Background: an optimization exercise with open tools, aiming at small area and a short achievable clock period. Do not read the settings as production practice.
No functional check of the RTL was part of any run shown here.

==> flow/design.v, too long to show whole: its modules and the start of the top module <==
// module chroma_upsampler: 33 lines
// module chroma_taps: 672 lines
// module chroma_interp: 443 lines
// module rgb_converter: 2171 lines
// module luma_scale: 398 lines
// module yuv_to_rgb_core: 180 lines
module yuv_to_rgb_core (
	input  logic                CLOCK_50_I,
	input  logic                resetn,
	input  logic                pair_strobe,
	input  pixel_pkg::sample_t  y_even,
	input  pixel_pkg::sample_t  y_odd,
	input  pixel_pkg::sample_t  u_in,
	input  pixel_pkg::sample_t  v_in,
	output logic                rgb_strobe,
	output pixel_pkg::channel_t r_even,
	output pixel_pkg::channel_t g_even,
	output pixel_pkg::channel_t b_even,
	output pixel_pkg::channel_t r_odd,
	output pixel_pkg::channel_t g_odd,
	output pixel_pkg::channel_t b_odd
);
  // ...
==> flow/flow/run.sh <==
#!/bin/bash
# Standard layout, with one extra step between synthesis and floorplan:
# flow/polarity.py re-polarises the full-adder cells of the standard
# synthesis netlist to drop the inverters synthesis leaves between them.
# Each tool's output goes to a log of its own in this folder.
set -e
R=orfs/results/$FLOW_PLATFORM/yuv_to_rgb_core/base
bash standard.sh synth > 1_synth_std.log 2>&1
cp $R/1_2_yosys.v 1_2_yosys_std.v
python3 flow/polarity.py 1_2_yosys_std.v $R/1_2_yosys.v > polarity.log 2>&1
export SETUP_SLACK_MARGIN=8.2
# Port buffers: a plain buffer rather than the delay cell buffer_ports picks
export BUFFER_PORTS_ARGS="-buffer_cell sky130_fd_sc_hd__buf_2"
bash standard.sh finish > finish.log 2>&1
==> flow/flow/polarity.py <==
#!/usr/bin/env python3
"""Re-polarise full adders in a flat Yosys netlist of sky130 cells.

A full adder is self-dual: FA(~a, ~b, ~c) = (~sum, ~cout).  Synthesis leaves
many inverters between adder cells; this pass chooses, for every fa cell,
whether it computes its signals true or complemented, so that as few nets as
possible need an inverter, then rebuilds the inverters.  The logic function
of every port and register input is unchanged.

usage: polarity.py IN.v OUT.v"""
import re
import sys

INV_RE = re.compile(r"^sky130_fd_sc_hd__inv_\d+$")
FA_RE = re.compile(r"^sky130_fd_sc_hd__fa_\d+$")
OUT_PINS = {"X", "Y", "Q", "Q_N", "SUM", "COUT", "HI", "LO", "GCLK"}

src = open(sys.argv[1]).read()

mod_start = src.index("module ")
body_start = src.index(";", mod_start) + 1
end_idx = src.rindex("endmodule")
header = src[:body_start]
body = src[body_start:end_idx]

# statements of the module body, split on ';' outside of parentheses is not
# needed: yosys writes one statement per ';'
stmts = [s for s in body.split(";")]
cell_re = re.compile(r"^\s*(sky130_fd_sc_hd__\w+)\s+(\S+)\s*\((.*)\)\s*$", re.S)
pin_re = re.compile(r"\.(\w+)\(\s*(.*?)\s*\)\s*(?:,|$)", re.S)

cells = []      # [type, name, {pin: net}]
other = []      # statements kept verbatim (declarations, assigns)
port_nets = set()
for s in stmts:
    st = s.strip()
    if not st:
        continue
    m = cell_re.match(st)
    if m:
        pins = {}
        for p, n in pin_re.findall(m.group(3)):
            pins[p] = n.strip()
        cells.append([m.group(1), m.group(2), pins])
    else:
        other.append(s)
        mm = re.match(r"^\s*(input|output|inout)\s+(\[[^\]]*\]\s*)?(.+)$", st, re.S)
        if mm:
            port_nets.add(mm.group(3).strip())

def base(net):
    # port 'foo' referenced as 'foo[3]'
    b = re.sub(r"\s*\[\d+\]$", "", net)
    return b

# nets named in assigns are left alone
assign_nets = set()
for s in other:
    if s.strip().startswith("assign"):
        for tok in re.findall(r"(\\\S+|[A-Za-z_][\w$.]*(?:\s*\[\d+\])?)", s.strip()[6:]):
            assign_nets.add(tok.strip())
            assign_nets.add(base(tok.strip()))

def fixed_net(net):
    return net in port_nets or base(net) in port_nets or net in assign_nets or base(net) in assign_nets

driver = {}
for ci, (t, name, pins) in enumerate(cells):
    for p, n in pins.items():
        if p in OUT_PINS:
            driver[n] = (ci, p)

# inverters that can be dissolved: input and output are plain internal nets
inv_of = {}   # output net -> input net
dissolve = set()
for ci, (t, name, pins) in enumerate(cells):
    if INV_RE.match(t) and "A" in pins and "Y" in pins and not fixed_net(pins["Y"]):
        inv_of[pins["Y"]] = pins["A"]
        dissolve.add(ci)

def root_of(net):
    par = 0
    seen = 0
    while net in inv_of and seen < 100:
        net = inv_of[net]
        par ^= 1
        seen += 1
    return net, par

# an adder whose output is a port or named in an assign keeps its polarity
fa_cells = [ci for ci, c in enumerate(cells) if FA_RE.match(c[0])
            and not any(fixed_net(n) for p, n in c[2].items() if p in OUT_PINS)]
is_fa = set(fa_cells)
fa_in = ("A", "B", "CIN")
fa_out = ("SUM", "COUT")

# consumer pins: (cell, pin) -> (root, parity)
cons = {}
for ci, (t, name, pins) in enumerate(cells):
    if ci in dissolve:
        continue
    for p, n in pins.items():
        if p in OUT_PINS:
            continue
        cons[(ci, p)] = root_of(n)
# inverters kept (fixed outputs) consume as normal cells: already covered

# polarity per fa cell
pol = {ci: 0 for ci in fa_cells}

def drv_pol(root):
    d = driver.get(root)
    if d and d[0] in is_fa:
        return pol[d[0]]
    return 0

# the FA outputs root nets: which roots does each FA drive
fa_roots = {ci: [cells[ci][2][p] for p in fa_out if p in cells[ci][2]] for ci in fa_cells}
root_cons = {}
for k, (r, par) in cons.items():
    root_cons.setdefault(r, []).append(k)

def need(k):
    ci, p = k
    r, par = cons[k]
    if ci in is_fa and p in fa_in:
        return par ^ pol[ci]
    return par

def root_cost(r):
    dp = drv_pol(r)
    for k in root_cons.get(r, []):
        if need(k) != dp:
            return 1
    return 0

def fa_touch(ci):
    rs = set(fa_roots[ci])
    for p in fa_in:
        if (ci, p) in cons:
            rs.add(cons[(ci, p)][0])
    return rs

def total():
    return sum(root_cost(r) for r in root_cons)

before = total()
touch = {ci: fa_touch(ci) for ci in fa_cells}


def delta(ci):
    rs = touch[ci]
    c0 = sum(root_cost(r) for r in rs)
    pol[ci] ^= 1
    c1 = sum(root_cost(r) for r in rs)
    pol[ci] ^= 1
    return c1 - c0


def descend():
    improved = True
    while improved:
        improved = False
        for ci in fa_cells:
            if delta(ci) < 0:
                pol[ci] ^= 1
                improved = True


# greedy descent, then annealing that accepts sideways and rare uphill moves
import random
rng = random.Random(1)
descend()
best_cost = total()
best = dict(pol)
cur = best_cost
temp = 1.0
for step in range(200000):
    ci = fa_cells[rng.randrange(len(fa_cells))]
    d = delta(ci)
    if d <= 0 or rng.random() < pow(2.718, -d / temp):
        pol[ci] ^= 1
        cur += d
        if cur < best_cost:
            best_cost = cur
            best = dict(pol)
    temp = max(0.05, 1.0 - step / 150000.0)
pol.update(best)
descend()
after = total()

# rebuild: FA polarity flip means its logical output root now carries the
# complement on the same net; every consumer pin gets the net or a shared
# inverter of it
new_inv = {}
out_cells = []
ninv = 0
def inv_net(r):
    global ninv
    if r not in new_inv:
        nm = f"_pol_n{ninv}_"
        new_inv[r] = nm
        ninv += 1
    return new_inv[r]

for ci, (t, name, pins) in enumerate(cells):
    if ci in dissolve:
        continue
    newpins = dict(pins)
    for p in pins:
        if p in OUT_PINS:
            continue
        r, par = cons[(ci, p)]
        if need((ci, p)) == drv_pol(r):
            newpins[p] = r
        else:
            newpins[p] = inv_net(r)
    out_cells.append((t, name, newpins))

def esc(n):
    # escaped identifiers end at white space
    return n + " " if n.startswith("\\") else n


lines = [header]
for s in other:
    lines.append(s + ";")
for r, nm in new_inv.items():
    lines.append(f"\n  wire {nm};")
for i, (r, nm) in enumerate(new_inv.items()):
    lines.append(f"\n  sky130_fd_sc_hd__inv_1 _pol_i{i}_ (\n    .A({esc(r)}),\n    .Y({nm})\n  );")
for t, name, pins in out_cells:
    pl = ",\n".join(f"    .{p}({esc(n)})" for p, n in pins.items())
    lines.append(f"\n  {t} {name} (\n{pl}\n  );")
lines.append("\nendmodule\n")
open(sys.argv[2], "w").write("".join(lines))
flipped = sum(pol.values())
sys.stderr.write(f"polarity: {len(fa_cells)} fa cells, {flipped} flipped; "
                 f"inverters {len(dissolve)} dissolved, {len(new_inv)} rebuilt "
                 f"(complemented nets {before} -> {after})\n")
==> flow/standard.sh <==
#!/bin/bash
# synth_recipe.tcl (not shown) runs the flow's synth.tcl, then flattens the netlist and writes it again
# the make line also repeats each setting of config.mk as NAME=value (left out here)
make -C /OpenROAD-flow-scripts/flow DESIGN_CONFIG=/design/flow/config.mk WORK_HOME=/design/flow/orfs CLKGATE_MAP_FILE= SYNTH_SCRIPT=/design/flow/synth_recipe.tcl "${@:-finish}"
==> flow/config.mk <==
export PLATFORM = sky130hd
export DESIGN_NAME = yuv_to_rgb_core
export DESIGN_NICKNAME = yuv_to_rgb_core
export VERILOG_FILES = /design/flow/design.v
export SDC_FILE = /design/flow/constraint.sdc
export NUM_CORES = 4
export LEC_CHECK = 0
export ABC_AREA = 1
export CAP_MARGIN = 0
export CORE_MARGIN = 2
export CORE_UTILIZATION = 40
export SLEW_MARGIN = 0
==> flow/constraint.sdc <==
create_clock -name core_clock -period 11.5 [get_ports {CLOCK_50_I}]
set_input_delay 2.3000 -clock core_clock [delete_from_list [all_inputs] [get_ports {CLOCK_50_I}]]
set_output_delay 2.3000 -clock core_clock [all_outputs]
set_load 0.01 [all_outputs]
==> flow_summary.ini, run 1 <==
[layout]
layout_common_cells = inv_1, nand2_1, fa_1, ha_1, buf_4
stdcell_count = 4286
multi_input_area_sq_um = 21400
seq_share = 0.244
nNonClkBuffers = 283
nonClkBufAreaFrac = 0.0601
largest_cell_class = multi-input combinational cells

[cts]
cts_tree = done
cts_made_buffers = 47
holdBufCountCts = 0
clock-sinks = 376

[timing]
fmax_ghz = 0.275
drv_slew = 0
max-slew-margin-rel = 0.363
worst_slack_ns = 7.86

[detailed_routing]
routed_wl_microns = 67400
post_drt_wl_per_cell_microns = 15.7
via_per_inst = 4.75
met3WireLength_microns = 2910

[min_path]
hp-class = reg2reg

[floorplanning]
die_w_microns = 280
coreArea_sq_um = 75700
rows = 101

[global_routing]
grtUsageMet2 = 0.298
grt_pass1_wl_microns = 111000
grt_pass1_vias = 21400

[setup_path]
r2r_end = g_odd[0]$_DFF_P_
crit_arrival_ns = 4.18
cp_max_fo = 6
cp-startpoint = u_odd_s2[2]$_DFF_P_
crit_type = reg2reg

[place]
place_area_sq_um = 32500
dpl_worst_slack_ns = 7.58

[logic_synthesis]
postSynthAreaPerCell_sq_um = 10.3
syn-num-nets = 3818

[outcome]
status = timing/DRC/antenna clean
==> module chroma_interp, before the edit <==
module chroma_interp (
	input  logic [9:0] q,
	input  logic [9:0] r,
	input  logic [9:0] s,
	output logic [7:0] odd
);
	logic t_0;
	logic t_1;
	logic t_2;
	logic t_3;
	logic t_4;
	logic t_5;
	logic t_6;
	logic t_7;
	logic t_8;
	logic t_9;
	logic t_10;
	logic t_11;
	logic t_12;
	logic t_13;
	logic t_14;
	logic t_15;
	logic t_16;
	logic t_17;
	logic t_18;
	logic t_19;
	logic t_20;
	logic t_21;
	logic t_22;
	logic t_23;
	logic t_24;
	logic t_25;
	logic t_26;
	logic t_27;
	logic t_28;
	logic t_29;
	logic t_30;
	logic t_31;
	logic t_32;
	logic t_33;
	logic t_34;
	logic t_35;
	logic t_36;
	logic t_37;
	logic t_38;
	logic t_39;
	logic t_40;
	logic t_41;
	logic t_42;
	logic t_43;
	logic t_44;
	logic t_45;
	logic t_46;
	logic t_47;
	logic t_48;
	logic t_49;
	logic t_50;
	logic t_51;
	logic t_52;
	logic t_53;
	logic t_54;
	logic t_55;
	logic t_56;
	logic t_57;
	logic t_58;
	logic t_59;
	logic t_60;
	logic t_61;
	logic t_62;
	logic t_63;
	logic t_64;
	logic t_65;
	logic t_66;
	logic t_67;
	logic t_68;
	logic t_69;
	logic t_70;
	logic t_71;
	logic t_72;
	logic t_73;
	logic t_74;
	logic t_75;
	logic t_76;
	logic t_77;
	logic t_78;
	logic t_79;
	logic t_80;
	logic t_81;
	logic t_82;
	logic t_83;
	logic t_84;
	logic t_85;
	logic t_86;
	logic t_87;
	logic t_88;
	logic t_89;
	logic t_90;
	logic t_91;
	logic t_92;
	logic t_93;
	logic t_94;
	logic t_95;
	logic t_96;
	logic t_97;
	logic t_98;
	logic t_99;
	logic t_100;
	logic t_101;
	logic t_102;
	logic t_103;
	logic t_104;
	logic t_105;
	logic t_106;
	logic t_107;
	logic t_108;
	logic t_109;
	logic t_110;
	logic t_111;
	logic t_112;
	logic t_113;
	logic t_114;
	logic t_115;
	logic t_116;
	logic t_117;
	logic t_118;
	logic t_119;
	logic t_120;
	logic t_121;
	logic t_122;
	logic t_123;
	logic t_124;
	logic t_125;
	logic t_126;
	logic t_127;
	logic t_128;
	logic t_129;
	logic t_130;
	logic t_131;
	logic t_132;
	logic t_133;
	logic t_134;
	logic t_135;
	logic t_136;
	logic t_137;
	logic t_138;
	logic t_139;
	logic t_140;
	logic t_141;
	logic t_142;
	logic t_143;
	logic t_144;
	logic t_145;
	logic t_146;
	logic t_147;
	logic t_148;
	logic t_149;
	logic t_150;
	logic t_151;
	logic t_152;
	logic t_153;
	logic t_154;
	logic t_155;
	logic t_156;
	logic t_157;
	logic t_158;
	logic t_159;
	logic t_160;
	logic t_161;
	logic t_162;
	logic t_163;
	logic t_164;
	logic t_165;
	logic t_166;
	logic t_167;
	logic t_168;
	logic t_169;
	logic t_170;
	logic t_171;
	logic t_172;
	logic t_173;
	logic t_174;
	logic t_175;
	logic t_176;
	logic t_177;
	logic t_178;
	logic t_179;
	logic t_180;
	logic t_181;
	logic t_182;
	logic t_183;
	logic t_184;
	logic t_185;
	logic t_186;
	logic t_187;
	logic t_188;
	logic t_189;
	logic t_190;
	logic t_191;
	logic t_192;
	logic t_193;
	logic t_194;
	logic t_195;
	logic t_196;
	logic t_197;
	logic t_198;
	logic t_199;
	logic t_200;
	logic t_201;
	logic t_202;
	logic t_203;
	logic t_204;
	logic t_205;
	logic t_206;
	logic t_207;
	logic t_208;
	logic t_209;
	logic t_210;
	logic t_211;
	logic t_212;
	logic t_213;
	assign t_0 = q[5] ^ q[3];
	assign t_1 = q[5] & q[3];
	assign t_2 = q[6] ^ q[4] ^ q[2];
	assign t_3 = (q[6] & q[4]) | (q[6] & q[2]) | (q[4] & q[2]);
	assign t_4 = q[7] ^ q[5] ^ q[3];
	assign t_5 = (q[7] & q[5]) | (q[7] & q[3]) | (q[5] & q[3]);
	assign t_6 = ~r[7] ^ r[2];
	assign t_7 = ~r[7] & r[2];
	assign t_8 = q[8] ^ q[6] ^ q[4];
	assign t_9 = (q[8] & q[6]) | (q[8] & q[4]) | (q[6] & q[4]);
	assign t_10 = ~r[8] ^ r[3] ^ s[1];
	assign t_11 = (~r[8] & r[3]) | (~r[8] & s[1]) | (r[3] & s[1]);
	assign t_12 = q[9] ^ q[7] ^ q[5];
	assign t_13 = (q[9] & q[7]) | (q[9] & q[5]) | (q[7] & q[5]);
	assign t_14 = ~r[9] ^ r[4] ^ s[2];
	assign t_15 = (~r[9] & r[4]) | (~r[9] & s[2]) | (r[4] & s[2]);
	assign t_16 = q[8] ^ q[6] ^ r[5];
	assign t_17 = (q[8] & q[6]) | (q[8] & r[5]) | (q[6] & r[5]);
	assign t_18 = q[9] ^ q[7];
	assign t_19 = q[9] & q[7];
	assign t_20 = q[4] ^ q[2];
	assign t_21 = q[4] & q[2];
	assign t_22 = t_0 ^ q[1] ^ ~r[5];
	assign t_23 = (t_0 & q[1]) | (t_0 & ~r[5]) | (q[1] & ~r[5]);
	assign t_24 = t_2 ^ ~r[6] ^ r[1];
	assign t_25 = (t_2 & ~r[6]) | (t_2 & r[1]) | (~r[6] & r[1]);
	assign t_26 = t_4 ^ t_6 ^ s[0];
	assign t_27 = (t_4 & t_6) | (t_4 & s[0]) | (t_6 & s[0]);
	assign t_28 = t_8 ^ t_10 ^ t_5;
	assign t_29 = (t_8 & t_10) | (t_8 & t_5) | (t_10 & t_5);
	assign t_30 = t_12 ^ t_14 ^ t_9;
	assign t_31 = (t_12 & t_14) | (t_12 & t_9) | (t_14 & t_9);
	assign t_32 = t_16 ^ s[3] ^ t_13;
	assign t_33 = (t_16 & s[3]) | (t_16 & t_13) | (s[3] & t_13);
	assign t_34 = t_18 ^ r[6] ^ s[4];
	assign t_35 = (t_18 & r[6]) | (t_18 & s[4]) | (r[6] & s[4]);
	assign t_36 = q[8] ^ r[7] ^ s[5];
	assign t_37 = (q[8] & r[7]) | (q[8] & s[5]) | (r[7] & s[5]);
	assign t_38 = q[9] ^ r[8];
	assign t_39 = q[9] & r[8];
	assign t_40 = ~q[0];
	assign t_41 = q[1] ^ ~r[1];
	assign t_42 = q[1] & ~r[1];
	assign t_43 = q[2] ^ q[0] ^ ~r[2];
	assign t_44 = (q[2] & q[0]) | (q[2] & ~r[2]) | (q[0] & ~r[2]);
	assign t_45 = q[3] ^ q[1] ^ ~r[3];
	assign t_46 = (q[3] & q[1]) | (q[3] & ~r[3]) | (q[1] & ~r[3]);
	assign t_47 = t_20 ^ q[0] ^ ~r[4];
	assign t_48 = (t_20 & q[0]) | (t_20 & ~r[4]) | (q[0] & ~r[4]);
	assign t_49 = t_22 ^ r[0] ^ t_21;
	assign t_50 = (t_22 & r[0]) | (t_22 & t_21) | (r[0] & t_21);
	assign t_51 = t_24 ^ t_1 ^ t_23;
	assign t_52 = (t_24 & t_1) | (t_24 & t_23) | (t_1 & t_23);
	assign t_53 = t_26 ^ t_3 ^ t_25;
	assign t_54 = (t_26 & t_3) | (t_26 & t_25) | (t_3 & t_25);
	assign t_55 = t_28 ^ t_7 ^ t_27;
	assign t_56 = (t_28 & t_7) | (t_28 & t_27) | (t_7 & t_27);
	assign t_57 = t_30 ^ t_11 ^ t_29;
	assign t_58 = (t_30 & t_11) | (t_30 & t_29) | (t_11 & t_29);
	assign t_59 = t_32 ^ t_15 ^ t_31;
	assign t_60 = (t_32 & t_15) | (t_32 & t_31) | (t_15 & t_31);
	assign t_61 = t_34 ^ t_17 ^ t_33;
	assign t_62 = (t_34 & t_17) | (t_34 & t_33) | (t_17 & t_33);
	assign t_63 = t_36 ^ t_19 ^ t_35;
	assign t_64 = (t_36 & t_19) | (t_36 & t_35) | (t_19 & t_35);
	assign t_65 = t_38 ^ s[6] ^ t_37;
	assign t_66 = (t_38 & s[6]) | (t_38 & t_37) | (s[6] & t_37);
	assign t_67 = r[9] ^ s[7] ^ t_39;
	assign t_68 = (r[9] & s[7]) | (r[9] & t_39) | (s[7] & t_39);
	assign t_69 = t_40 & ~r[0];
	assign t_70 = t_40 ^ ~r[0];
	assign t_71 = t_41 & q[0];
	assign t_72 = t_41 ^ q[0];
	assign t_73 = t_43 & t_42;
	assign t_74 = t_43 ^ t_42;
	assign t_75 = t_45 & t_44;
	assign t_76 = t_45 ^ t_44;
	assign t_77 = t_47 & t_46;
	assign t_78 = t_47 ^ t_46;
	assign t_79 = t_49 & t_48;
	assign t_80 = t_49 ^ t_48;
	assign t_81 = t_51 & t_50;
	assign t_82 = t_51 ^ t_50;
	assign t_83 = t_53 & t_52;
	assign t_84 = t_53 ^ t_52;
	assign t_85 = t_55 & t_54;
	assign t_86 = t_55 ^ t_54;
	assign t_87 = t_57 & t_56;
	assign t_88 = t_57 ^ t_56;
	assign t_89 = t_59 & t_58;
	assign t_90 = t_59 ^ t_58;
	assign t_91 = t_61 & t_60;
	assign t_92 = t_61 ^ t_60;
	assign t_93 = t_63 & t_62;
	assign t_94 = t_63 ^ t_62;
	assign t_95 = t_65 & t_64;
	assign t_96 = t_65 ^ t_64;
	assign t_97 = t_67 & t_66;
	assign t_98 = t_67 ^ t_66;
	assign t_99 = s[8] & t_68;
	assign t_100 = s[8] ^ t_68;
	assign t_101 = ~s[9];
	assign t_102 = t_72 & t_69;
	assign t_103 = t_71 | t_102;
	assign t_104 = t_72 & t_70;
	assign t_105 = t_76 & t_73;
	assign t_106 = t_75 | t_105;
	assign t_107 = t_76 & t_74;
	assign t_108 = t_80 & t_77;
	assign t_109 = t_79 | t_108;
	assign t_110 = t_80 & t_78;
	assign t_111 = t_84 & t_81;
	assign t_112 = t_83 | t_111;
	assign t_113 = t_84 & t_82;
	assign t_114 = t_88 & t_85;
	assign t_115 = t_87 | t_114;
	assign t_116 = t_88 & t_86;
	assign t_117 = t_92 & t_89;
	assign t_118 = t_91 | t_117;
	assign t_119 = t_92 & t_90;
	assign t_120 = t_96 & t_93;
	assign t_121 = t_95 | t_120;
	assign t_122 = t_96 & t_94;
	assign t_123 = t_100 & t_97;
	assign t_124 = t_99 | t_123;
	assign t_125 = t_100 & t_98;
	assign t_126 = t_74 & t_103;
	assign t_127 = t_73 | t_126;
	assign t_128 = t_74 & t_104;
	assign t_129 = t_107 & t_103;
	assign t_130 = t_106 | t_129;
	assign t_131 = t_107 & t_104;
	assign t_132 = t_82 & t_109;
	assign t_133 = t_81 | t_132;
	assign t_134 = t_82 & t_110;
	assign t_135 = t_113 & t_109;
	assign t_136 = t_112 | t_135;
	assign t_137 = t_113 & t_110;
	assign t_138 = t_90 & t_115;
	assign t_139 = t_89 | t_138;
	assign t_140 = t_90 & t_116;
	assign t_141 = t_119 & t_115;
	assign t_142 = t_118 | t_141;
	assign t_143 = t_119 & t_116;
	assign t_144 = t_98 & t_121;
	assign t_145 = t_97 | t_144;
	assign t_146 = t_98 & t_122;
	assign t_147 = t_125 & t_121;
	assign t_148 = t_124 | t_147;
	assign t_149 = t_125 & t_122;
	assign t_150 = t_78 & t_130;
	assign t_151 = t_77 | t_150;
	assign t_152 = t_78 & t_131;
	assign t_153 = t_110 & t_130;
	assign t_154 = t_109 | t_153;
	assign t_155 = t_110 & t_131;
	assign t_156 = t_134 & t_130;
	assign t_157 = t_133 | t_156;
	assign t_158 = t_134 & t_131;
	assign t_159 = t_137 & t_130;
	assign t_160 = t_136 | t_159;
	assign t_161 = t_137 & t_131;
	assign t_162 = t_94 & t_142;
	assign t_163 = t_93 | t_162;
	assign t_164 = t_94 & t_143;
	assign t_165 = t_122 & t_142;
	assign t_166 = t_121 | t_165;
	assign t_167 = t_122 & t_143;
	assign t_168 = t_146 & t_142;
	assign t_169 = t_145 | t_168;
	assign t_170 = t_146 & t_143;
	assign t_171 = t_149 & t_142;
	assign t_172 = t_148 | t_171;
	assign t_173 = t_149 & t_143;
	assign t_174 = t_86 & t_160;
	assign t_175 = t_85 | t_174;
	assign t_176 = t_86 & t_161;
	assign t_177 = t_116 & t_160;
	assign t_178 = t_115 | t_177;
	assign t_179 = t_116 & t_161;
	assign t_180 = t_140 & t_160;
	assign t_181 = t_139 | t_180;
	assign t_182 = t_140 & t_161;
	assign t_183 = t_143 & t_160;
	assign t_184 = t_142 | t_183;
	assign t_185 = t_143 & t_161;
	assign t_186 = t_164 & t_160;
	assign t_187 = t_163 | t_186;
	assign t_188 = t_164 & t_161;
	assign t_189 = t_167 & t_160;
	assign t_190 = t_166 | t_189;
	assign t_191 = t_167 & t_161;
	assign t_192 = t_170 & t_160;
	assign t_193 = t_169 | t_192;
	assign t_194 = t_170 & t_161;
	assign t_195 = t_173 & t_160;
	assign t_196 = t_172 | t_195;
	assign t_197 = t_173 & t_161;
	assign t_198 = t_101 & t_196;
	assign t_199 = s[9] | t_198;
	assign t_200 = t_101 & t_197;
	assign t_201 = t_101 & t_196;
	assign t_202 = s[9] | t_201;
	assign t_203 = t_101 & t_197;
	assign t_204 = t_86 ^ t_160;
	assign t_205 = t_88 ^ t_175;
	assign t_206 = t_90 ^ t_178;
	assign t_207 = t_92 ^ t_181;
	assign t_208 = t_94 ^ t_184;
	assign t_209 = t_96 ^ t_187;
	assign t_210 = t_98 ^ t_190;
	assign t_211 = t_100 ^ t_193;
	assign t_212 = t_101 ^ t_196;
	assign t_213 = ~t_199;
	assign odd[0] = ~t_213 & (t_212 | t_204);
	assign odd[1] = ~t_213 & (t_212 | t_205);
	assign odd[2] = ~t_213 & (t_212 | t_206);
	assign odd[3] = ~t_213 & (t_212 | t_207);
	assign odd[4] = ~t_213 & (t_212 | t_208);
	assign odd[5] = ~t_213 & (t_212 | t_209);
	assign odd[6] = ~t_213 & (t_212 | t_210);
	assign odd[7] = ~t_213 & (t_212 | t_211);
endmodule
==> inputs of run 2 (changes only) <==
--- a/flow/design.v
+++ b/flow/design.v
@@ -1006,31 +1006,31 @@
 	assign t_62 = (t_34 & t_17) | (t_34 & t_33) | (t_17 & t_33);
 	assign t_63 = t_36 ^ t_19 ^ t_35;
 	assign t_64 = (t_36 & t_19) | (t_36 & t_35) | (t_19 & t_35);
 	assign t_65 = t_38 ^ s[6] ^ t_37;
 	assign t_66 = (t_38 & s[6]) | (t_38 & t_37) | (s[6] & t_37);
 	assign t_67 = r[9] ^ s[7] ^ t_39;
 	assign t_68 = (r[9] & s[7]) | (r[9] & t_39) | (s[7] & t_39);
 	assign t_69 = t_40 & ~r[0];
-	assign t_70 = t_40 ^ ~r[0];
+	assign t_70 = t_40 | ~r[0];
 	assign t_71 = t_41 & q[0];
-	assign t_72 = t_41 ^ q[0];
+	assign t_72 = t_41 | q[0];
 	assign t_73 = t_43 & t_42;
-	assign t_74 = t_43 ^ t_42;
+	assign t_74 = t_43 | t_42;
 	assign t_75 = t_45 & t_44;
-	assign t_76 = t_45 ^ t_44;
+	assign t_76 = t_45 | t_44;
 	assign t_77 = t_47 & t_46;
-	assign t_78 = t_47 ^ t_46;
+	assign t_78 = t_47 | t_46;
 	assign t_79 = t_49 & t_48;
-	assign t_80 = t_49 ^ t_48;
+	assign t_80 = t_49 | t_48;
 	assign t_81 = t_51 & t_50;
-	assign t_82 = t_51 ^ t_50;
+	assign t_82 = t_51 | t_50;
 	assign t_83 = t_53 & t_52;
-	assign t_84 = t_53 ^ t_52;
+	assign t_84 = t_53 | t_52;
 	assign t_85 = t_55 & t_54;
 	assign t_86 = t_55 ^ t_54;
 	assign t_87 = t_57 & t_56;
 	assign t_88 = t_57 ^ t_56;
 	assign t_89 = t_59 & t_58;
 	assign t_90 = t_59 ^ t_58;
 	assign t_91 = t_61 & t_60;
 	assign t_92 = t_61 ^ t_60;
@@ -2361,43 +2361,43 @@
 	assign r_114 = r_71 ^ v[5] ^ r_70;
 	assign r_115 = (r_71 & v[5]) | (r_71 & r_70) | (v[5] & r_70);
 	assign r_116 = r_73 ^ v[6] ^ r_72;
 	assign r_117 = (r_73 & v[6]) | (r_73 & r_72) | (v[6] & r_72);
 	assign r_118 = l[24] ^ v[7] ^ l[23];
 	assign r_119 = (l[24] & v[7]) | (l[24] & l[23]) | (v[7] & l[23]);
 	assign r_120 = ~~v[0];
 	assign r_121 = r_74 & v[0];
-	assign r_122 = r_74 ^ v[0];
+	assign r_122 = r_74 | v[0];
 	assign r_123 = r_76 & r_75;
-	assign r_124 = r_76 ^ r_75;
+	assign r_124 = r_76 | r_75;
 	assign r_125 = r_78 & r_77;
-	assign r_126 = r_78 ^ r_77;
+	assign r_126 = r_78 | r_77;
 	assign r_127 = r_80 & r_79;
-	assign r_128 = r_80 ^ r_79;
+	assign r_128 = r_80 | r_79;
 	assign r_129 = r_82 & r_81;
-	assign r_130 = r_82 ^ r_81;
+	assign r_130 = r_82 | r_81;
 	assign r_131 = r_84 & r_83;
-	assign r_132 = r_84 ^ r_83;
+	assign r_132 = r_84 | r_83;
 	assign r_133 = r_86 & r_85;
-	assign r_134 = r_86 ^ r_85;
+	assign r_134 = r_86 | r_85;
 	assign r_135 = r_88 & r_87;
-	assign r_136 = r_88 ^ r_87;
+	assign r_136 = r_88 | r_87;
 	assign r_137 = r_90 & r_89;
-	assign r_138 = r_90 ^ r_89;
+	assign r_138 = r_90 | r_89;
 	assign r_139 = r_92 & r_91;
-	assign r_140 = r_92 ^ r_91;
+	assign r_140 = r_92 | r_91;
 	assign r_141 = r_94 & r_93;
-	assign r_142 = r_94 ^ r_93;
+	assign r_142 = r_94 | r_93;
 	assign r_143 = r_96 & r_95;
-	assign r_144 = r_96 ^ r_95;
+	assign r_144 = r_96 | r_95;
 	assign r_145 = r_98 & r_97;
-	assign r_146 = r_98 ^ r_97;
+	assign r_146 = r_98 | r_97;
 	assign r_147 = r_100 & r_99;
-	assign r_148 = r_100 ^ r_99;
+	assign r_148 = r_100 | r_99;
 	assign r_149 = r_102 & r_101;
 	assign r_150 = r_102 ^ r_101;
 	assign r_151 = r_104 & r_103;
 	assign r_152 = r_104 ^ r_103;
 	assign r_153 = r_106 & r_105;
 	assign r_154 = r_106 ^ r_105;
 	assign r_155 = r_108 & r_107;
 	assign r_156 = r_108 ^ r_107;
@@ -2752,43 +2752,43 @@
 	assign g_505 = g_463 ^ g_423 ^ g_462;
 	assign g_506 = (g_463 & g_423) | (g_463 & g_462) | (g_423 & g_462);
 	assign g_507 = g_465 ^ g_425 ^ g_464;
 	assign g_508 = (g_465 & g_425) | (g_465 & g_464) | (g_425 & g_464);
 	assign g_509 = l[24] ^ g_466;
 	assign g_510 = l[24] & g_466;
 	assign g_511 = ~~v[0];
 	assign g_512 = l[2] & ~v[2];
-	assign g_513 = l[2] ^ ~v[2];
+	assign g_513 = l[2] | ~v[2];
 	assign g_514 = g_467 & ~v[3];
-	assign g_515 = g_467 ^ ~v[3];
+	assign g_515 = g_467 | ~v[3];
 	assign g_516 = g_469 & g_468;
-	assign g_517 = g_469 ^ g_468;
+	assign g_517 = g_469 | g_468;
 	assign g_518 = g_471 & g_470;
-	assign g_519 = g_471 ^ g_470;
+	assign g_519 = g_471 | g_470;
 	assign g_520 = g_473 & g_472;
-	assign g_521 = g_473 ^ g_472;
+	assign g_521 = g_473 | g_472;
 	assign g_522 = g_475 & g_474;
-	assign g_523 = g_475 ^ g_474;
+	assign g_523 = g_475 | g_474;
 	assign g_524 = g_477 & g_476;
-	assign g_525 = g_477 ^ g_476;
+	assign g_525 = g_477 | g_476;
 	assign g_526 = g_479 & g_478;
-	assign g_527 = g_479 ^ g_478;
+	assign g_527 = g_479 | g_478;
 	assign g_528 = g_481 & g_480;
-	assign g_529 = g_481 ^ g_480;
+	assign g_529 = g_481 | g_480;
 	assign g_530 = g_483 & g_482;
-	assign g_531 = g_483 ^ g_482;
+	assign g_531 = g_483 | g_482;
 	assign g_532 = g_485 & g_484;
-	assign g_533 = g_485 ^ g_484;
+	assign g_533 = g_485 | g_484;
 	assign g_534 = g_487 & g_486;
-	assign g_535 = g_487 ^ g_486;
+	assign g_535 = g_487 | g_486;
 	assign g_536 = g_489 & g_488;
-	assign g_537 = g_489 ^ g_488;
+	assign g_537 = g_489 | g_488;
 	assign g_538 = g_491 & g_490;
-	assign g_539 = g_491 ^ g_490;
+	assign g_539 = g_491 | g_490;
 	assign g_540 = g_493 & g_492;
 	assign g_541 = g_493 ^ g_492;
 	assign g_542 = g_495 & g_494;
 	assign g_543 = g_495 ^ g_494;
 	assign g_544 = g_497 & g_496;
 	assign g_545 = g_497 ^ g_496;
 	assign g_546 = g_499 & g_498;
 	assign g_547 = g_499 ^ g_498;
@@ -3075,43 +3075,43 @@
 	assign b_828 = ~(l[22] ^ u[5]);
 	assign b_829 = l[22] | u[5];
 	assign b_830 = ~(l[23] ^ u[6]);
 	assign b_831 = l[23] | u[6];
 	assign b_832 = l[24] ^ u[7];
 	assign b_833 = l[24] & u[7];
 	assign b_834 = ~~u[0];
 	assign b_835 = b_788 & ~u[0];
-	assign b_836 = b_788 ^ ~u[0];
+	assign b_836 = b_788 | ~u[0];
 	assign b_837 = b_790 & b_789;
-	assign b_838 = b_790 ^ b_789;
+	assign b_838 = b_790 | b_789;
 	assign b_839 = b_792 & b_791;
-	assign b_840 = b_792 ^ b_791;
+	assign b_840 = b_792 | b_791;
 	assign b_841 = b_794 & b_793;
-	assign b_842 = b_794 ^ b_793;
+	assign b_842 = b_794 | b_793;
 	assign b_843 = b_796 & b_795;
-	assign b_844 = b_796 ^ b_795;
+	assign b_844 = b_796 | b_795;
 	assign b_845 = b_798 & b_797;
-	assign b_846 = b_798 ^ b_797;
+	assign b_846 = b_798 | b_797;
 	assign b_847 = b_800 & b_799;
-	assign b_848 = b_800 ^ b_799;
+	assign b_848 = b_800 | b_799;
 	assign b_849 = b_802 & b_801;
-	assign b_850 = b_802 ^ b_801;
+	assign b_850 = b_802 | b_801;
 	assign b_851 = b_804 & b_803;
-	assign b_852 = b_804 ^ b_803;
+	assign b_852 = b_804 | b_803;
 	assign b_853 = b_806 & b_805;
-	assign b_854 = b_806 ^ b_805;
+	assign b_854 = b_806 | b_805;
 	assign b_855 = b_808 & b_807;
-	assign b_856 = b_808 ^ b_807;
+	assign b_856 = b_808 | b_807;
 	assign b_857 = b_810 & b_809;
-	assign b_858 = b_810 ^ b_809;
+	assign b_858 = b_810 | b_809;
 	assign b_859 = b_812 & b_811;
-	assign b_860 = b_812 ^ b_811;
+	assign b_860 = b_812 | b_811;
 	assign b_861 = b_814 & b_813;
-	assign b_862 = b_814 ^ b_813;
+	assign b_862 = b_814 | b_813;
 	assign b_863 = b_816 & b_815;
 	assign b_864 = b_816 ^ b_815;
 	assign b_865 = b_818 & b_817;
 	assign b_866 = b_818 ^ b_817;
 	assign b_867 = b_820 & b_819;
 	assign b_868 = b_820 ^ b_819;
 	assign b_869 = b_822 & b_821;
 	assign b_870 = b_822 ^ b_821;
==> flow/flow/run.sh (replaced) <==
#!/bin/bash
# Standard layout, with one extra step between synthesis and floorplan:
# flow/polarity.py re-polarises the full-adder cells of the standard
# synthesis netlist to drop the inverters synthesis leaves between them.
# Each tool's output goes to a log of its own in this folder.
set -e
R=orfs/results/$FLOW_PLATFORM/yuv_to_rgb_core/base
bash standard.sh synth > 1_synth_std.log 2>&1
cp $R/1_2_yosys.v 1_2_yosys_std.v
python3 flow/polarity.py 1_2_yosys_std.v $R/1_2_yosys.v > polarity.log 2>&1
export SETUP_SLACK_MARGIN=7.9
# Port buffers: a plain buffer rather than the delay cell buffer_ports picks
export BUFFER_PORTS_ARGS="-buffer_cell sky130_fd_sc_hd__buf_2"
bash standard.sh finish > finish.log 2>&1
==> flow/config.mk (replaced) <==
export PLATFORM = sky130hd
export DESIGN_NAME = yuv_to_rgb_core
export DESIGN_NICKNAME = yuv_to_rgb_core
export VERILOG_FILES = /design/flow/design.v
export SDC_FILE = /design/flow/constraint.sdc
export NUM_CORES = 4
export LEC_CHECK = 0
export ABC_AREA = 1
export CAP_MARGIN = 20
export CORE_MARGIN = 2
export CORE_UTILIZATION = 40
export SLEW_MARGIN = 20
==> run 2 against run 1 <==
Against the previous run: still clean on timing, DRC and antenna; maximum frequency shrank 3.4%; utilization fell by 0.25 points; final cell count down 0.65%; clock skew is 0.041 ns higher; count of clock-buffer cells in the layout down 5; flip-flop and latch count stayed put; setup slack worse by 0.13 ns; critical path type unchanged; largest cell class unchanged.
==> flow_summary.ini, run 2 <==
[place]
dp.cells = 3982
post-dp-hpwl_microns = 50900
place_congestion = 0.916
io_buffers = 83
dpl_worst_slack_ns = 7.26

[timing]
skew_ns = 0.0624
final.period_utilization = 0.328
max-slew-margin-rel = 0.344
finalCriticalPeriod_ns = 3.77
setup_viol_count_final = 0
grt_setup_unrepaired = true
hold_viol_final = 0
fmax_ghz = 0.265
timing.setup.tns_ns = 0
timing.hold.ws_ns = 0.339
tightest_slew_ns = 0.984
drv_slew = 0
worst_slack_ns = 7.73

[setup_path]
crit_slowest_cell = fa_1
cp.required_ns = 11.98
cp-start-kind = flop
cp_cell_sequence = inv_2 > fa_1 > fa_1 > fa_1 > ha_4 > a21oi_4 > nor2_2 > nor2_2 > nor2_1 > nor2_2 > o21a_1 > nand2_2 > a31oi_4 > ha_4 > buf_4 > a31oi_4
crit_arrival_ns = 4.25
slowest_delay_ns = 0.58
cp_max_fo = 8
critPathCaptureType = flop
crit_type = reg2reg

[logic_synthesis]
postSynthAreaPerCell_sq_um = 10.1
syn_inst = 2945
syn-num-nets = 3723
yosysWarnings = 6
netlist_area_sq_um = 29700

[layout]
fin_nets = 4039
drive_above_1_share = 0.234
antenna_cells = 0
layout_common_cells = inv_1, nand2_1, fa_1, ha_1, dfxtp_1
fill_cells = 6652
top_regs = u_upsampler.win (40), v_upsampler.win (40)
stdcell_count = 4258
seq_area_sq_um = 9210
multi_input_area_sq_um = 20300
synthToLayoutAreaGrowth_pct = 22.7
layout_commonest_cell = inv_1

[detailed_routing]
first_iter_violations = 1042
post_drt_wl_per_cell_microns = 16.0
via_per_inst = 4.79
drc = 0
ant_nets = 0
first_pass_iters = 5
routed_wl_microns = 68300
num_vias = 20400

[cts]
clk_pin_slew_worst_paths_ns = 0.06
cts_made_buffers = 47
htree_levels = 2
cts-root-buf = clkbuf_16
cts_tree = done
clock-sinks = 376
holdBufCountCts = 0
clockBufferDepth = 3
clock_latency_ns = 0.61

[global_routing]
grt_pass1_wl_microns = 110000
grt_usage = 0.180
grt_max_degree = 129
grt_pass1_vias = 21100
grt_overflow_total = 0
antenna_found_initial = 0

[floorplanning]
coreArea_sq_um = 73300
io_pins = 84
rows = 99
initial_core_util = 0.406
dieArea_sq_um = 76600
die_h_microns = 277
die_w_microns = 277

[min_path]
hp-class = reg2reg

[outcome]
status = timing/DRC/antenna clean

[job]
drv_cap = 0
[run 2: metrics by stage]
stage	utilization	area [sq um]
floorplan	-	29800
finish	0.498	36500
global route	0.498	36500
CTS	0.477	35000
global placement	0.429	31500
detailed placement	0.429	31500
[run 2: worst max-delay path: cells and delay by family (launching register included)]
family | cells | cell delay (ns)
flops | 1 | 0.35
simple gates | 5 | 0.43
compound gates | 4 | 0.59
buf+inv | 2 | 0.20
fa+ha+maj | 5 | 2.07
[run 2: routing by layer]
metal  vias up  share of wire  track usage
met5         -              0            0
met4         0          0.031       0.0585
met3       116          0.046       0.0287
met2       396           0.49        0.307
met1      9874           0.44        0.235
li1       9997              -            -
[run 2: final cells by class]
| type | count | area share |
|---|---|---|
| multi-input combinational | 2024 | 0.556 |
| clock inverter | 30 | 0.00878 |
| tap | 959 | 0.0329 |
| timing repair buffer | 275 | 0.0576 |
| inverter | 537 | 0.0583 |
| clock buffer | 57 | 0.0341 |
| sequential | 376 | 0.252 |
[run 2: repair_timing]
action,in CTS,in global routing
gates cloned,1,1
resized for setup,204,256
pin swaps,129,202
buffers inserted,139,48
setup endpoints to repair,66,69
[run 2: final timing paths]
check	from	end	slack, ns	cells after the start
worst min register to register	ly_odd[2][1]$_DFFE_PP_	y_odd_s1[1]$_DFF_P_	0.34	0
worst min-delay path	ly_odd[2][1]$_DFFE_PP_	y_odd_s1[1]$_DFF_P_	0.34	0
max in group asynchronous	resetn	idx[2]$_DFFE_PN1P_	9.63	1
worst max register to register	v_r_s1[9]$_DFF_P_	v_odd_s2[3]$_DFF_P_	7.73	16
worst max-delay path	v_r_s1[9]$_DFF_P_	v_odd_s2[3]$_DFF_P_	7.73	16
min in group asynchronous	resetn	flush_cnt[0]$_DFFE_PN0P_	1.58	1
==> inputs of run 3 (changes only) <==
--- a/flow/flow/run.sh
+++ b/flow/flow/run.sh
@@ -10,3 +10,3 @@
 python3 flow/polarity.py 1_2_yosys_std.v $R/1_2_yosys.v > polarity.log 2>&1
-export SETUP_SLACK_MARGIN=7.9
+export SETUP_SLACK_MARGIN=8.2
 # Port buffers: a plain buffer rather than the delay cell buffer_ports picks
==> run 3 against run 2 <==
Against the previous run: area after synthesis unchanged; maximum frequency rose by 1.7%; flip-flop and latch count is the same; utilization grew 1.1 points; synthesized cell count unchanged; count of clock-buffer cells in the layout shrank 1; worst hold slack improved by 0.0015 ns; critical path type unchanged; largest cell class unchanged.
==> flow_summary.ini, run 3 <==
[floorplanning]
dieArea_sq_um = 76600
coreArea_sq_um = 73300
die_w_microns = 277
io_pins = 84
initial_core_util = 0.406
die_h_microns = 277
rows = 99

[detailed_routing]
ant_nets = 0
first_iter_violations = 1030
num_vias = 20500
first_pass_iters = 5
post_drt_wl_per_cell_microns = 16.0
via_per_inst = 4.78
drc = 0
routed_wl_microns = 68300

[global_routing]
grt_usage = 0.180
grt_max_degree = 129
grt_pass1_vias = 21300
grt_pass1_wl_microns = 111000
grt_overflow_total = 0
antenna_found_initial = 0

[setup_path]
cp_top_family = adder cells
slowest_delay_ns = 0.60
cp-start-kind = flop
cp.required_ns = 12.00
critPathCaptureType = flop
crit_type = reg2reg
crit_arrival_ns = 4.21
cp_max_fo = 8
cp_cell_sequence = fa_1 > fa_1 > fa_1 > ha_4 > a21oi_4 > nor2_2 > nor2_2 > nor2_1 > nor2_2 > o21a_1 > nand2_2 > a31oi_4 > ha_4 > buf_4 > nand3_2 > nand2_1 > inv_1
cp.buffers_inverters = 2
crit_slowest_cell = fa_1

[timing]
grt_setup_unrepaired = true
finalCriticalPeriod_ns = 3.71
hold_viol_final = 0
final.period_utilization = 0.322
timing.hold.ws_ns = 0.340
fmax_ghz = 0.270
tightest_slew_ns = 1.03
max-slew-margin-rel = 0.313
skew_ns = 0.0217
timing.setup.tns_ns = 0
setup_viol_count_final = 0
drv_slew = 0

[layout]
drive_above_1_share = 0.275
fill_cells = 6488
final_util = 0.508
seq_area_sq_um = 9250
fin_nets = 4059
synthToLayoutAreaGrowth_pct = 25.3
top_regs = u_upsampler.win (40), v_upsampler.win (40)
layout_commonest_cell = inv_1
layout_common_cells = inv_1, nand2_1, fa_1, ha_1, buf_4
fin_area_sq_um = 37300
multi_input_area_sq_um = 20600

[cts]
clock_latency_ns = 0.58
clk_pin_slew_worst_paths_ns = 0.06
htree_levels = 2
clockBufferDepth = 3
cts_tree = done
clock-sinks = 376
cts_made_buffers = 46
cts-root-buf = clkbuf_16

[outcome]
status = timing/DRC/antenna clean

[logic_synthesis]
syn_inst = 2945
yosysWarnings = 6
postSynthAreaPerCell_sq_um = 10.1
syn-num-nets = 3723
netlist_area_sq_um = 29700

[place]
place_congestion = 0.904
io_buffers = 83
place_area_sq_um = 31800
post-dp-hpwl_microns = 50700

[min_path]
hp-class = reg2reg

[job]
drv_cap = 0
[run 3: cell count changes in the layout (fill, tap and decap cells not counted), sizes merged]
cell,change
inv,+18
bufinv,-1
diode,+1
buf,+20
clkinvlp,-20
clkinv,+2
[run 3: layer usage]
| layer | vias to the layer above | wire length (microns) | GRT usage |
|---|---|---|---|
| li1 | 10100 | - | - |
| met1 | 9816 | 30100 | 0.235 |
| met2 | 432 | 32600 | 0.305 |
| met3 | 149 | 3260 | 0.0314 |
| met4 | 0 | 2250 | 0.0563 |
| met5 | - | 0 | 0 |
[run 3: cell type report]
cell class              instances  share of cell area
diodes                          1           0.0000671
clock buffers                  56              0.0347
clock inverters                29             0.00809
inverters                     537              0.0571
multi-input cells            2024               0.554
flip-flops and latches        376               0.248
well taps                     959              0.0322
repair buffers                296              0.0661
[run 3: worst paths after layout]
| path | startpoint | cells after the start | slack (ns) | endpoint |
|---|---|---|---|---|
| worst max-delay path | v_q_s1[7]$_DFF_P_ | 17 | 7.79 | v_odd_s2[4]$_DFF_P_ |
| worst min-delay path | ly_even[2][7]$_DFFE_PP_ | 0 | 0.34 | y_even_s1[7]$_DFF_P_ |
| worst max register to register | v_q_s1[7]$_DFF_P_ | 17 | 7.79 | v_odd_s2[4]$_DFF_P_ |
| worst min register to register | ly_even[2][7]$_DFFE_PP_ | 0 | 0.34 | y_even_s1[7]$_DFF_P_ |
| max in group asynchronous | resetn | 1 | 9.59 | idx[4]$_DFFE_PN1P_ |
| min in group asynchronous | resetn | 1 | 1.62 | idx[5]$_DFFE_PN0P_ |
[run 3: metrics by stage]
step,instances,worst slack [ns]
after global placement,3981,7.62
final,4278,7.79
after global routing,4277,7.60
after floorplan,2945,7.93
after CTS,4230,7.78
after detailed placement,3981,7.56
[run 3: repair_timing]
action,4_1_cts,5_1_grt
hold endpoints to repair,0,0
endpoints found under the setup margin,122,127
pin swaps,187,175
hold buffers,0,0
resized for setup,278,235
gates cloned,0,1
buffers inserted,164,46
[run 3: worst register-to-register path: stages, from the launching register on]
cell and delay, ns:
dfxtp_4 0.35, fa_1 0.56, fa_1 0.45, fa_1 0.60
ha_4 0.23, a21oi_4 0.17, nor2_2 0.05, nor2_2 0.10
nor2_1 0.06, nor2_2 0.13, o21a_1 0.15, nand2_2 0.08
a31oi_4 0.20, ha_4 0.25, buf_4 0.14, nand3_2 0.04
nand2_1 0.05, inv_1 0.04
==> inputs of run 4 (changes only) <==
--- a/flow/flow/run.sh
+++ b/flow/flow/run.sh
@@ -10,3 +10,3 @@
 python3 flow/polarity.py 1_2_yosys_std.v $R/1_2_yosys.v > polarity.log 2>&1
-export SETUP_SLACK_MARGIN=8.2
+export SETUP_SLACK_MARGIN=7.9
 # Port buffers: a plain buffer rather than the delay cell buffer_ports picks
--- a/flow/config.mk
+++ b/flow/config.mk
@@ -11,2 +11,3 @@
 export CORE_UTILIZATION = 40
+export CTS_BUF_LIST = sky130_fd_sc_hd__clkbuf_8
 export SLEW_MARGIN = 20
==> run 4 against run 3 <==
Against the previous run: maximum frequency barely moved; critical endpoint is now u_odd_s2[7]$_DFF_P_; area after synthesis did not move; still clean; global-route usage barely moved; clock skew rose by 0.017 ns; critical path type unchanged; wire length fell by 0.30%; count of clock-buffer cells in the layout rose by 24; synthesized cell count did not move.
==> flow_summary.ini, run 4 <==
[floorplanning]
coreArea_sq_um = 73300
dieArea_sq_um = 76600
die_w_microns = 277
rows = 99
die_h_microns = 277
io_pins = 84
initial_core_util = 0.406

[timing]
drv_slew = 0
skew_ns = 0.0383
final.period_utilization = 0.322
timing.setup.tns_ns = 0
grt_setup_unrepaired = true
hold_viol_final = 0
max-slew-margin-rel = 0.330
setup_viol_count_final = 0
finalCriticalPeriod_ns = 3.71
fmax_ghz = 0.270
tightest_slew_ns = 1.00

[logic_synthesis]
netlist_area_sq_um = 29700
postSynthAreaPerCell_sq_um = 10.1
syn-num-nets = 3723
yosysWarnings = 6
syn_inst = 2945

[setup_path]
critPathCaptureType = flop
cp-start-kind = flop
crit_type = reg2reg
cp_max_fo = 8
crit_arrival_ns = 4.25
cp.required_ns = 12.05

[job]
drv_cap = 0

[global_routing]
grt_usage = 0.180
grt_pass1_vias = 21200
grt_pass1_wl_microns = 110000
grt_overflow_total = 0
antenna_found_initial = 1
grt_max_degree = 129

[cts]
clk_pin_slew_worst_paths_ns = 0.06
clockBufferDepth = 3
htree_levels = 3
cts_made_buffers = 72
clock_latency_ns = 0.65
cts_tree = done
clock-sinks = 376
cts-root-buf = clkbuf_8

[detailed_routing]
post_drt_wl_per_cell_microns = 15.8
num_vias = 20500
ant_nets = 0
drc = 0
first_iter_violations = 1137
routed_wl_microns = 68100
first_pass_iters = 5
via_per_inst = 4.76

[layout]
top_regs = u_upsampler.win (40), v_upsampler.win (40)
synthToLayoutAreaGrowth_pct = 20.9
multi_input_area_sq_um = 20000
drive_above_1_share = 0.225
seq_area_sq_um = 9200
fill_cells = 6752
fin_nets = 4061
layout_commonest_cell = inv_1
layout_common_cells = inv_1, nand2_1, fa_1, ha_1, dfxtp_1

[place]
place_congestion = 0.916
io_buffers = 83
post-dp-hpwl_microns = 50900

[outcome]
status = timing/DRC/antenna clean

[min_path]
hp-class = reg2reg
## run 4: cell count changes in the layout (fill, tap and decap cells not counted), moves of 25 or more
cell and delta:
buf_2 +26, buf_6 -25, clkbuf_16 -50, clkbuf_8 +76, dfxtp_1 +41, dfxtp_2 -42
fa_1 +26, fa_2 -26, inv_1 +39, nand2_1 +26
## run 4: final timing paths
check,startpoint,end,slack [ns],cells after the start
worst min-delay path,ly_odd[2][7]$_DFFE_PP_,y_odd_s1[7]$_DFF_P_,0.34,0
min in group asynchronous,resetn,idx[6]$_DFFE_PN0P_,1.55,1
worst min register to register,ly_odd[2][7]$_DFFE_PP_,y_odd_s1[7]$_DFF_P_,0.34,0
max in group asynchronous,resetn,idx[3]$_DFFE_PN1P_,9.64,1
worst max register to register,u_r_s1[9]$_DFF_P_,u_odd_s2[7]$_DFF_P_,7.79,17
worst max-delay path,u_r_s1[9]$_DFF_P_,u_odd_s2[7]$_DFF_P_,7.79,17
## run 4: timing repair
item	CTS	global route
hold buffers	0	0
cloned	1	0
setup endpoints to repair	66	70
resized for setup	188	203
pin swaps	101	173
setup buffers	133	52
## run 4: cell type report
cell class	count	share of cell area
Antenna cell	1	0.0000696
Clock buffer	80	0.0306
Clock inverter	52	0.0102
Inverter	537	0.0591
Multi-Input combinational cell	2024	0.556
Sequential cell	376	0.256
Tap cell	959	0.0334
Timing Repair Buffer	272	0.0549
## run 4: per-stage QoR
step	worst slack [ns]	hold slack, ns	instances	utilization	instance area, sq um
floorplan	7.87	0.323	2945	-	29800
global placement	7.28	0.324	3982	0.429	31500
detailed placement	7.26	0.327	3982	0.429	31500
CTS	7.76	0.334	4248	0.472	34600
global route	7.63	0.345	4301	0.490	36000
finish	7.79	0.335	4301	0.490	36000
## run 4: per-layer routing
| layer | wire length (microns) | track usage |
|---|---|---|
| met1 | 30000 | 0.235 |
| met4 | 2250 | 0.0665 |
| met5 | 0 | 0 |
| met2 | 32700 | 0.302 |
| met3 | 3190 | 0.0302 |
## run 4: critical path: stages (launching register included)
cell and delay (ns):
dfxtp_2 0.33, inv_2 0.05, fa_1 0.51, fa_1 0.56
fa_1 0.46, ha_4 0.29, a21oi_4 0.13, nor2_2 0.05
nor2_2 0.11, nor2_2 0.05, nor2_2 0.12, o21a_1 0.15
nand2_2 0.08, a31oi_4 0.17, ha_4 0.27, nand2_2 0.08
nor2_2 0.04, nor2_2 0.17

-- port drivers added, routing unchanged --
Ports are ideal in the flow. The routed layouts listed here were re-timed in OpenROAD.
Step 1, drivers: a clkbuf_16 drives CLOCK_50_I and a buf_2 each remaining input, both assumed.
Step 2 adds t to the input delays and takes it off the output delays; t is the mean of the earliest and latest rising clock arrival at the registers after step 1. Input paths then give back, and output paths get back, about the clock's delay inside the block.
a / b / c = ideal / step 1 / step 2; a / b = the first two.
run	t (ns)	setup WS [ns]	worst setup path at the end	slew at the worst register clock pin (ns)	cell pins on the clock port's net
run 1	0.657	7.858 / 7.858 / 7.783	input to register	0.07 / 0.07	1
run 2	0.643	7.728 / 7.728 / 7.728	register to register	0.07 / 0.07	1
run 3	0.635	7.792 / 7.792 / 7.792	register to register	0.07 / 0.07	1
run 4	0.694	7.792 / 7.792 / 7.742	input to register	0.07 / 0.07	1
After both steps setup and hold are still met in every run listed. For run 1, which loses most, drivers alone change the setup slack by 0.000 ns; drivers and shift together by -0.075 ns.
